What follows belongs to an exercise in optimizing a design on an open flow for small area; a production flow would make more cautious choices. The RTL was checked by simulation tests, not by an equivalence proof against the original design. Power figures rest on the tool's default switching activity, not on a simulated workload.

==> flow/design.v <==
`default_nettype none
package game_pkg;
  typedef enum logic [1:0] {
    tile_empty = 2'd0,
    tile_wall  = 2'd1,
    tile_candy = 2'd2,
    tile_power = 2'd3
  } tile_t;
  typedef logic [5:0] col_t;
  typedef logic [5:0] row_t;
  typedef logic [8:0] px_t;
  typedef struct packed {
    col_t col;
    row_t row;
  } tile_pos_t;
  typedef struct packed {
    px_t  sx;
    px_t  sy;
    logic de;
    logic frame_stb;
  } beam_t;
  typedef struct packed {
    logic [3:0] r;
    logic [3:0] g;
    logic [3:0] b;
  } rgb_t;
  typedef enum logic [2:0] {
    dir_none  = 3'd0,
    dir_up    = 3'd1,
    dir_down  = 3'd2,
    dir_left  = 3'd3,
    dir_right = 3'd4
  } dir_t;
  typedef logic [11:0] score_t;
  localparam rgb_t col_black  = 12'h000;
  localparam rgb_t col_wall   = 12'h00F;
  localparam rgb_t col_candy  = 12'hFFF;
  localparam rgb_t col_power  = 12'hF80;
  localparam rgb_t col_player = 12'hFF0;
  localparam score_t candy_points = 12'd1;
  localparam score_t power_points = 12'd10;
endpackage
`default_nettype wire
`default_nettype none
`timescale 1ns/1ps
module map_store #(
  parameter int MAP_COLS = 28,
  parameter int MAP_ROWS = 36
) (
  input  wire logic                vga_pix_clk,
  input  wire logic                rst,
  input  wire game_pkg::tile_pos_t rd_addr,
  output logic                     rd_eaten,
  input  wire game_pkg::tile_pos_t pb_addr,
  input  wire logic                pb_we,
  output logic                     pb_eaten,
  output logic                     map_ready
);
  localparam int FILL_CYCLES = MAP_COLS * MAP_ROWS + 1;
  function automatic logic [9:0] lfsr_step(input logic [9:0] s);
    lfsr_step = {s[8:0], ~(s[9] ^ s[6])};
  endfunction
  function automatic logic [9:0] lfsr_at(input int n);
    logic [9:0] s;
    s = '0;
    for (int i = 0; i < n; i++) s = lfsr_step(s);
    lfsr_at = s;
  endfunction
  localparam logic [9:0] LFSR_LAST = lfsr_at(FILL_CYCLES - 1);
  logic [9:0] lfsr;
  logic       ready_q;
  always_ff @(posedge vga_pix_clk) begin
    if (rst) begin
      lfsr    <= '0;
      ready_q <= 1'b0;
    end else begin
      lfsr    <= lfsr_step(lfsr);
      ready_q <= ready_q | (lfsr == LFSR_LAST);
    end
  end
  assign map_ready = ready_q;
  function automatic logic is_wall(input int c, input int r);
    is_wall = (c == 0) || (c == MAP_COLS - 1) || (r == 0) || (r == MAP_ROWS - 1) ||
              ((c % 4 == 2) && (r % 4 == 2));
  endfunction
  logic [MAP_ROWS-1:0][MAP_COLS-1:0] eaten;
  logic [MAP_ROWS-1:0]               pb_row, rd_row, rd_hits;
  logic [MAP_COLS-1:0]               pb_col, rd_col;
  logic [MAP_ROWS-1:0]               pb_hits;
  always_comb begin
    for (int r = 0; r < MAP_ROWS; r++) begin
      pb_row[r] = (pb_addr.row == 6'(r));
      rd_row[r] = (rd_addr.row == 6'(r));
    end
    for (int c = 0; c < MAP_COLS; c++) begin
      pb_col[c] = (pb_addr.col == 6'(c));
      rd_col[c] = (rd_addr.col == 6'(c));
    end
  end
  for (genvar r = 0; r < MAP_ROWS; r++) begin : g_row
    for (genvar c = 0; c < MAP_COLS; c++) begin : g_col
      if (is_wall(c, r)) begin : g_wall
        assign eaten[r][c] = 1'b0;
      end else begin : g_tile
        logic bit_q;
        always_ff @(posedge vga_pix_clk) begin
          if (rst) begin
            bit_q <= 1'b0;
          end else if (pb_we && pb_row[r] && pb_col[c]) begin
            bit_q <= 1'b1;
          end
        end
        assign eaten[r][c] = bit_q;
      end
    end
    assign rd_hits[r] = |(eaten[r] & rd_col);
    assign pb_hits[r] = |(eaten[r] & pb_col);
  end
  assign rd_eaten = |(rd_hits & rd_row);
  assign pb_eaten = |(pb_hits & pb_row);
endmodule
`default_nettype wire
`default_nettype none
`timescale 1ns/1ps
module player_ctrl #(
  parameter int MAP_COLS  = 28,
  parameter int MAP_ROWS  = 36,
  parameter int START_COL = 2,
  parameter int START_ROW = 1
) (
  input  wire logic                vga_pix_clk,
  input  wire logic                rst,
  input  wire logic                frame_stb,
  input  wire logic                map_ready,
  input  wire logic                btn_up,
  input  wire logic                btn_down,
  input  wire logic                btn_left,
  input  wire logic                btn_right,
  input  wire logic                pb_eaten,
  output logic                     pb_we,
  output game_pkg::tile_pos_t      pac_tile,
  output game_pkg::score_t         score
);
  logic st_look, st_step, st_taste, st_eat;
  logic idle;
  logic mv_q, vert_q, neg_q;
  logic       blocked;
  logic       power_here;
  logic       ate;
  assign idle = !(st_look | st_step | st_taste | st_eat);
  always_ff @(posedge vga_pix_clk) begin
    if (rst) begin
      st_look  <= 1'b0;
      st_step  <= 1'b0;
      st_taste <= 1'b0;
      st_eat   <= 1'b0;
    end else begin
      st_look  <= idle && frame_stb && map_ready;
      st_step  <= st_look;
      st_taste <= st_step;
      st_eat   <= st_taste;
    end
  end
  always_ff @(posedge vga_pix_clk) begin
    if (idle) begin
      mv_q   <= btn_up | btn_down | btn_left | btn_right;
      vert_q <= btn_up | btn_down;
      neg_q  <= btn_up | (!btn_down && btn_left);
    end
  end
  always_comb begin
    if (vert_q) begin
      blocked = neg_q ? (pac_tile.row == 6'd1) : (pac_tile.row == 6'(MAP_ROWS - 2));
      blocked = blocked || (pac_tile.col[1:0] == 2'd2 &&
                            pac_tile.row[1:0] == (neg_q ? 2'd3 : 2'd1));
    end else begin
      blocked = neg_q ? (pac_tile.col == 6'd1) : (pac_tile.col == 6'(MAP_COLS - 2));
      blocked = blocked || (pac_tile.row[1:0] == 2'd2 &&
                            pac_tile.col[1:0] == (neg_q ? 2'd3 : 2'd1));
    end
  end
  always_ff @(posedge vga_pix_clk) begin
    if (rst) begin
      pac_tile <= {6'(START_COL), 6'(START_ROW)};
    end else if (st_step && mv_q && !blocked) begin
      if (vert_q) pac_tile.row <= neg_q ? pac_tile.row - 1'b1 : pac_tile.row + 1'b1;
      else        pac_tile.col <= neg_q ? pac_tile.col - 1'b1 : pac_tile.col + 1'b1;
    end
  end
  assign power_here = (pac_tile.col == 6'd1 || pac_tile.col == 6'(MAP_COLS - 2)) &&
                      (pac_tile.row == 6'd1 || pac_tile.row == 6'(MAP_ROWS - 2));
  assign ate   = st_eat && !pb_eaten;
  assign pb_we = st_eat;
  always_ff @(posedge vga_pix_clk) begin
    if (rst) begin
      score <= '0;
    end else if (ate) begin
      score <= score + (power_here ? game_pkg::power_points : game_pkg::candy_points);
    end
  end
endmodule
`default_nettype wire
`default_nettype none
`timescale 1ns/1ps
module pixel_renderer #(
  parameter int MAP_COLS = 28,
  parameter int MAP_ROWS = 36,
  parameter int TILE_PX  = 8
) (
  input  wire logic                vga_pix_clk,
  input  wire logic                rst,
  input  wire game_pkg::beam_t     beam,
  input  wire logic                map_ready,
  input  wire game_pkg::tile_pos_t pac_tile,
  output game_pkg::tile_pos_t      rd_addr,
  input  wire logic                rd_eaten,
  output game_pkg::rgb_t           rgb
);
  localparam int OW = $clog2(TILE_PX);
  logic [8-OW:0] tile_x, tile_y;
  logic [OW-1:0] ox, oy;
  logic          in_map, hit, wall, power, dot_small, dot_big;
  logic [2:0]    cls;
  logic [2:0]    cls1, cls2;
  assign tile_x = beam.sx[8:OW];
  assign tile_y = beam.sy[8:OW];
  assign ox     = beam.sx[OW-1:0];
  assign oy     = beam.sy[OW-1:0];
  assign in_map = (tile_x < MAP_COLS) && (tile_y < MAP_ROWS);
  assign rd_addr.col = tile_x[5:0];
  assign rd_addr.row = tile_y[5:0];
  assign hit   = (rd_addr == pac_tile);
  assign wall  = (tile_x == 0) || (tile_x == MAP_COLS - 1) ||
                 (tile_y == 0) || (tile_y == MAP_ROWS - 1) ||
                 (tile_x[1:0] == 2'd2 && tile_y[1:0] == 2'd2);
  assign power = (tile_x == 1 || tile_x == MAP_COLS - 2) &&
                 (tile_y == 1 || tile_y == MAP_ROWS - 2);
  assign dot_small = (ox == 3'd3 || ox == 3'd4) && (oy == 3'd3 || oy == 3'd4);
  assign dot_big   = (ox >= 3'd2 && ox <= 3'd5) && (oy >= 3'd2 && oy <= 3'd5);
  always_comb begin
    if (!beam.de || !map_ready || !in_map) cls = 3'b000;
    else if (hit)                          cls = 3'b110;
    else if (wall)                         cls = 3'b001;
    else if (rd_eaten)                     cls = 3'b000;
    else if (power)                        cls = dot_big ? 3'b100 : 3'b000;
    else                                   cls = dot_small ? 3'b111 : 3'b000;
  end
  always_ff @(posedge vga_pix_clk) begin
    if (rst) begin
      cls1 <= 3'b000;
      cls2 <= 3'b000;
    end else begin
      cls1 <= cls;
      cls2 <= cls1;
    end
  end
  assign rgb = {{4{cls2[2]}}, cls2[2], {3{cls2[1]}}, {4{cls2[0]}}};
endmodule
`default_nettype wire
`default_nettype none
`timescale 1ns/1ps
module pacman_game #(
  parameter int MAP_COLS  = 28,
  parameter int MAP_ROWS  = 36,
  parameter int TILE_PX   = 8,
  parameter int START_COL = 2,
  parameter int START_ROW = 1
) (
  input  wire logic            vga_pix_clk,
  input  wire logic            rst,
  input  wire game_pkg::beam_t beam,
  input  wire logic            btn_up,
  input  wire logic            btn_down,
  input  wire logic            btn_left,
  input  wire logic            btn_right,
  output game_pkg::rgb_t       rgb,
  output game_pkg::score_t     score,
  output game_pkg::tile_pos_t  pac_tile
);
  game_pkg::tile_pos_t rd_addr;
  logic                rd_eaten;
  logic                pb_we;
  logic                pb_eaten;
  logic                map_ready;
  map_store #(
    .MAP_COLS (MAP_COLS),
    .MAP_ROWS (MAP_ROWS)
  ) u_map_store (
    .vga_pix_clk (vga_pix_clk),
    .rst         (rst),
    .rd_addr     (rd_addr),
    .rd_eaten    (rd_eaten),
    .pb_addr     (pac_tile),
    .pb_we       (pb_we),
    .pb_eaten    (pb_eaten),
    .map_ready   (map_ready)
  );
  player_ctrl #(
    .MAP_COLS  (MAP_COLS),
    .MAP_ROWS  (MAP_ROWS),
    .START_COL (START_COL),
    .START_ROW (START_ROW)
  ) u_player_ctrl (
    .vga_pix_clk (vga_pix_clk),
    .rst         (rst),
    .frame_stb   (beam.frame_stb),
    .map_ready   (map_ready),
    .btn_up      (btn_up),
    .btn_down    (btn_down),
    .btn_left    (btn_left),
    .btn_right   (btn_right),
    .pb_eaten    (pb_eaten),
    .pb_we       (pb_we),
    .pac_tile    (pac_tile),
    .score       (score)
  );
  pixel_renderer #(
    .MAP_COLS (MAP_COLS),
    .MAP_ROWS (MAP_ROWS),
    .TILE_PX  (TILE_PX)
  ) u_pixel_renderer (
    .vga_pix_clk (vga_pix_clk),
    .rst         (rst),
    .beam        (beam),
    .map_ready   (map_ready),
    .pac_tile    (pac_tile),
    .rd_addr     (rd_addr),
    .rd_eaten    (rd_eaten),
    .rgb         (rgb)
  );
endmodule
`default_nettype wire
==> flow/config.mk <==
export PLATFORM = sky130hd
export DESIGN_NAME = pacman_game
export DESIGN_NICKNAME = pacman_game
export VERILOG_FILES = /design/flow/design.v
export SDC_FILE = /design/flow/constraint.sdc
export NUM_CORES = 4
export LEC_CHECK = 0
export CAP_MARGIN = 20
export CORE_MARGIN = 2
export CORE_UTILIZATION = 30
export SLEW_MARGIN = 20
==> flow/constraint.sdc <==
create_clock -name core_clock -period 10.0 [get_ports {vga_pix_clk}]
set_input_delay 2.0000 -clock core_clock [delete_from_list [all_inputs] [get_ports {vga_pix_clk}]]
set_output_delay 2.0000 -clock core_clock [all_outputs]
set_load 0.01 [all_outputs]
run.sh (not shown) runs the stock make flow with config.mk's settings and CLKGATE_MAP_FILE= SYNTH_SCRIPT=/design/flow/synth_recipe.tcl, a recipe that flattens the netlist after the stock synthesis.
Change:
--- a/flow/design.v
+++ b/flow/design.v
@@ -82,44 +82,35 @@
   function automatic logic is_wall(input int c, input int r);
     is_wall = (c == 0) || (c == MAP_COLS - 1) || (r == 0) || (r == MAP_ROWS - 1) ||
               ((c % 4 == 2) && (r % 4 == 2));
   endfunction
   logic [MAP_ROWS-1:0][MAP_COLS-1:0] eaten;
-  logic [MAP_ROWS-1:0]               pb_row, rd_row, rd_hits;
-  logic [MAP_COLS-1:0]               pb_col, rd_col;
-  logic [MAP_ROWS-1:0]               pb_hits;
+  logic [MAP_ROWS-1:0]               wr_row;
+  logic [MAP_COLS-1:0]               wr_col;
   always_comb begin
-    for (int r = 0; r < MAP_ROWS; r++) begin
-      pb_row[r] = (pb_addr.row == 6'(r));
-      rd_row[r] = (rd_addr.row == 6'(r));
-    end
-    for (int c = 0; c < MAP_COLS; c++) begin
-      pb_col[c] = (pb_addr.col == 6'(c));
-      rd_col[c] = (rd_addr.col == 6'(c));
-    end
+    for (int r = 0; r < MAP_ROWS; r++) wr_row[r] = pb_we && (pb_addr.row == 6'(r));
+    for (int c = 0; c < MAP_COLS; c++) wr_col[c] = (pb_addr.col == 6'(c));
   end
   for (genvar r = 0; r < MAP_ROWS; r++) begin : g_row
     for (genvar c = 0; c < MAP_COLS; c++) begin : g_col
       if (is_wall(c, r)) begin : g_wall
         assign eaten[r][c] = 1'b0;
       end else begin : g_tile
         logic bit_q;
         always_ff @(posedge vga_pix_clk) begin
           if (rst) begin
             bit_q <= 1'b0;
-          end else if (pb_we && pb_row[r] && pb_col[c]) begin
+          end else if (wr_row[r] && wr_col[c]) begin
             bit_q <= 1'b1;
           end
         end
         assign eaten[r][c] = bit_q;
       end
     end
-    assign rd_hits[r] = |(eaten[r] & rd_col);
-    assign pb_hits[r] = |(eaten[r] & pb_col);
   end
-  assign rd_eaten = |(rd_hits & rd_row);
-  assign pb_eaten = |(pb_hits & pb_row);
+  assign rd_eaten = eaten[rd_addr.row][rd_addr.col];
+  assign pb_eaten = eaten[pb_addr.row][pb_addr.col];
 endmodule
 `default_nettype wire
 `default_nettype none
 `timescale 1ns/1ps
 module player_ctrl #(
The new run went through all stages and came out clean.
Wire length goes down by 17%.
Utilization goes down by 1.0 points.
Critical path depth goes up by 2.
Maximum frequency goes down by 7.7%.
Non-clock buffer count goes down by 72.
Final cell count goes up by 2.1%.
Via count goes down by 8.2%.
Total power goes up by 5.7%.

what the ideal ports hide:
Ports are ideal in the flow. The routed layouts listed here were re-timed in OpenROAD.
Step 1 assumes that a clkbuf_16 drives the clock port and a buf_2 every other input.
Step 2, shift: input delay + t, output delay - t, t = (earliest + latest rising clock arrival at the registers) / 2. This alone moves slack from input paths to output paths.
Three values: no drivers, after step 1, after step 2; two values: the first two.
| run | t, ns | slack for setup (ns) | hold slack, ns | worst setup path at the end |
|---|---|---|---|---|
| the first run | 0.751 | 3.700 / 3.700 / 3.023 | 0.459 / 0.459 / 0.459 | input to register |
| the second run | 0.770 | 3.172 / 3.172 / 2.617 | 0.459 / 0.459 / 0.459 | input to register |
After both steps setup and hold are still met in every run listed. The setup slack of the first run, which loses most, moves by 0.000 ns with the drivers and by -0.677 ns with both steps.
